This is an optimization exercise on Yosys and OpenROAD, whose aim is a short achievable clock period and few clock cycles, not a production implementation.
In this exercise RTL edits were held to simulation tests only and were not proved equivalent to the original.
Power figures rest on the tool's default switching activity, not on a simulated workload.

Design cpu_top, start of the top module:
module cpu_top (
	input  logic        clk,
	input  logic        mem_read_ready_stor_reset,
	output logic        fetch_req,
	output logic [15:0] fetch_addr,
	input  logic        fetch_ack,
	input  logic [15:0] fetch_data,
	output logic        mem_req,
	output logic        mem_we,
	output logic [15:0] mem_addr,
	output logic [15:0] mem_wdata,
	input  logic        mem_ack,
	input  logic [15:0] mem_rdata,
	output logic        halted
);
Size: ~2,300 cells after synthesis, about 510 flip-flops, ~88 I/O pins, ~28,000 um2 of cells after synthesis.
clock: 7.5 ns
lec_check: 0
abc_clock_period_in_ps: 3000
cap_margin: 20
core_margin: 2
core_utilization: 40
setup_slack_margin: 4.4
slew_margin: 20
run.sh (not shown) runs the stock make flow with config.mk's settings and CLKGATE_MAP_FILE= SYNTH_SCRIPT=/design/flow/synth_recipe.tcl, a recipe that flattens the netlist after the stock synthesis.
Testbench counts at the start, summed over its fixed seeds: cycles 26,648.
Change:
--- a/flow/design.v
+++ b/flow/design.v
@@ -160,53 +160,46 @@
 	localparam logic [3:0] OP_GT       = 4'hE;
 	localparam logic [3:0] OP_EQ       = 4'hF;
 	localparam int NUM_REGS = 16;
 	localparam logic [15:0] TRUE_WORD = 16'hFFFF;
 	logic rst;
 	assign rst = mem_read_ready_stor_reset;
-	logic        fetch_ack_q;
-	logic        fetch_want;
-	logic [15:0] fetch_pc;
-	logic        fetch_got;
-	logic [15:0] q0, q1;
-	logic [1:0]  q_count;
-	logic [1:0]  q_count_next;
-	logic        q_pop;
-	assign fetch_got  = fetch_ack && !fetch_ack_q;
-	assign fetch_req  = fetch_want && !fetch_ack;
+	localparam int QN = 8;           
+	localparam int QW = 4;           
+	logic          fetch_ack_q;
+	logic [15:0]   fetch_pc;
+	logic          fetch_got;
+	logic [15:0]   q [QN];           
+	logic [15:0]   q0;
+	logic [QW-1:0] q_count;
+	logic          q_pop;
+	assign fetch_got  = fetch_ack && !fetch_ack_q && (q_count != QW'(QN));
+	assign fetch_req  = !fetch_ack;
 	assign fetch_addr = fetch_pc;
-	always_comb begin
-		q_count_next = q_count;
-		if (fetch_got && !q_pop) q_count_next = q_count + 2'd1;
-		if (!fetch_got && q_pop) q_count_next = q_count - 2'd1;
-	end
+	assign q0         = q[0];
 	always_ff @(posedge clk) begin
 		if (rst) begin
 			fetch_ack_q <= 1'b0;
-			fetch_want <= 1'b1;
 			fetch_pc <= '0;
 			q_count <= '0;
 		end else begin
 			fetch_ack_q <= fetch_ack;
-			q_count <= q_count_next;
+			if (fetch_got && !q_pop) q_count <= q_count + 1'b1;
+			if (!fetch_got && q_pop) q_count <= q_count - 1'b1;
 			if (fetch_got) begin
 				fetch_pc <= fetch_pc + 16'd1;
 			end
-			if (!fetch_want || fetch_got) begin
-				fetch_want <= (q_count_next != 2'd2);
-			end
 		end
 	end
 	always_ff @(posedge clk) begin
-		if (fetch_got && (q_count == 2'd0 || (q_count == 2'd1 && q_pop))) begin
-			q0 <= fetch_data;
-		end else if (q_pop) begin
-			q0 <= q1;
-		end
-		if (fetch_got && ((q_count == 2'd1 && !q_pop) || (q_count == 2'd2 && q_pop))) begin
-			q1 <= fetch_data;
+		for (int i = 0; i < QN; i++) begin
+			if (fetch_got && (q_pop ? (q_count == QW'(i + 1)) : (q_count == QW'(i)))) begin
+				q[i] <= fetch_data;
+			end else if (q_pop && i < QN - 1) begin
+				q[i] <= q[(i < QN - 1) ? i + 1 : i];
+			end
 		end
 	end
 	logic        imm_pending;    
 	logic [3:0]  imm_to;
 	logic        stopped;        
 	logic [3:0]  d_op, d_from, d_to, d_cond;
@@ -238,23 +231,26 @@
 	logic        d_noexec;
 	logic        e_load;
 	logic        w_valid;
 	logic [3:0]  w_to;
 	logic [15:0] w_data;
 	logic        mem_ack_q;
+	logic        mem_req_q;      
+	logic        d_mem;
 	logic        mem_got;
 	logic [15:0] fwd_data;
 	logic        fwd_a, fwd_b;
 	logic        wb_a, wb_b;
 	assign mem_got = mem_ack && !mem_ack_q;
 	assign e_done  = e_valid && (e_mem ? mem_got : (!e_mul || e_mul3));
 	assign e_free  = !e_valid || e_mul3 || (e_mem && mem_got) ||
 		(!e_mem && !e_mul && !(e_to == d_from || e_to == d_cond));
 	assign d_noexec = !imm_pending && (d_op == OP_SET || d_op == OP_HALT || d_op == OP_BUS);
-	assign q_pop    = (q_count != 2'd0) && !stopped && (e_free || d_noexec);
+	assign q_pop    = (q_count != '0) && !stopped && (e_free || d_noexec);
 	assign e_load   = q_pop && !d_noexec;
+	assign d_mem    = !imm_pending && (d_op == OP_MEMR || d_op == OP_MEMW);
 	assign fwd_data = e_mem ? mem_rdata : mul_sum;
 	assign fwd_a = e_valid && (e_mul3 || e_memr) && (e_to == d_from);
 	assign fwd_b = e_valid && (e_mul3 || e_memr) && (e_to == d_cond);
 	assign wb_a  = w_valid && (w_to == d_from);
 	assign wb_b  = w_valid && (w_to == d_cond);
 	assign d_a   = fwd_a ? fwd_data : (wb_a ? w_data : rf_a);
@@ -265,15 +261,21 @@
 			stopped <= 1'b0;
 			e_valid <= 1'b0;
 			e_mreq <= 1'b0;
 			e_mul2 <= 1'b0;
 			e_mul3 <= 1'b0;
 			mem_ack_q <= 1'b0;
+			mem_req_q <= 1'b0;
 			w_valid <= 1'b0;
 		end else begin
 			mem_ack_q <= mem_ack;
+			if (mem_req_q) begin
+				mem_req_q <= !mem_ack;
+			end else begin
+				mem_req_q <= !mem_ack && (e_load ? d_mem : (e_mreq && !mem_got));
+			end
 			e_mul2 <= e_valid && e_mul && !e_mul2 && !e_mul3;
 			e_mul3 <= e_mul2;
 			w_valid <= e_done && e_wen;
 			if (e_done) begin
 				e_valid <= 1'b0;
 			end
@@ -360,13 +362,13 @@
 	end
 	assign mul_sum = mul_q2[15:0] + mul_q2[31:16];
 	always_ff @(posedge clk) begin
 		w_to   <= e_to;
 		w_data <= e_mem ? mem_rdata : (e_mul ? mul_sum : e_result);
 	end
-	assign mem_req   = e_mreq && !mem_ack;
+	assign mem_req   = mem_req_q;
 	assign mem_we    = e_memw;
 	assign mem_addr  = e_a;
 	assign mem_wdata = e_b;
 	assign halted = stopped && !e_valid;
 	register_file u_register_file (
 		.clk                       (clk),
What happened: Area after synthesis rose by 15%. Clock skew rose by 8.1 ps. Wire length rose by 12%. Count of clock-buffer cells in the layout rose by 15. Die area rose by 15%. Total power rose by 13%. Worst setup slack improved by 68 ps. Clock power rose by 17%. Non-clock buffer count rose by 37. Utilization rose by 0.19 points. Synthesized cell count rose by 9.8%. Cell area rose by 15%. Sequential power rose by 24%. First-iteration DRC count rose by 9.8%.
Testbench counts after the change, summed over its fixed seeds: cycles 26,628.

==> re-timing with driven ports <==
The results above use ideal ports. As a check the final layouts listed here were re-extracted and re-timed, cells and wires unchanged.
Step 1 (the two cells are an assumption about what drives the block):
set clk [get_ports {clk}]
set_driving_cell -lib_cell sky130_fd_sc_hd__clkbuf_16 $clk
set_driving_cell -lib_cell sky130_fd_sc_hd__buf_2 [delete_from_list [all_inputs] $clk]
Step 2 times the ports against the registers' clock, not the clock port: input delays grow and output delays shrink by t, the midpoint of the rising clock arrivals with the driver on.
Three values: ideal ports, drivers, drivers and shift; two values: the first two.
run	shift t [ns]	setup WS [ns]	worst setup path at the end
the first run	0.682	4.203 / 4.159 / 3.866	input to register
the second run	0.674	4.271 / 4.237 / 3.828	input to register
After both steps every run listed still meets setup and hold. For the second run, which loses most, drivers alone change the setup slack by -0.034 ns; drivers and shift together by -0.443 ns.
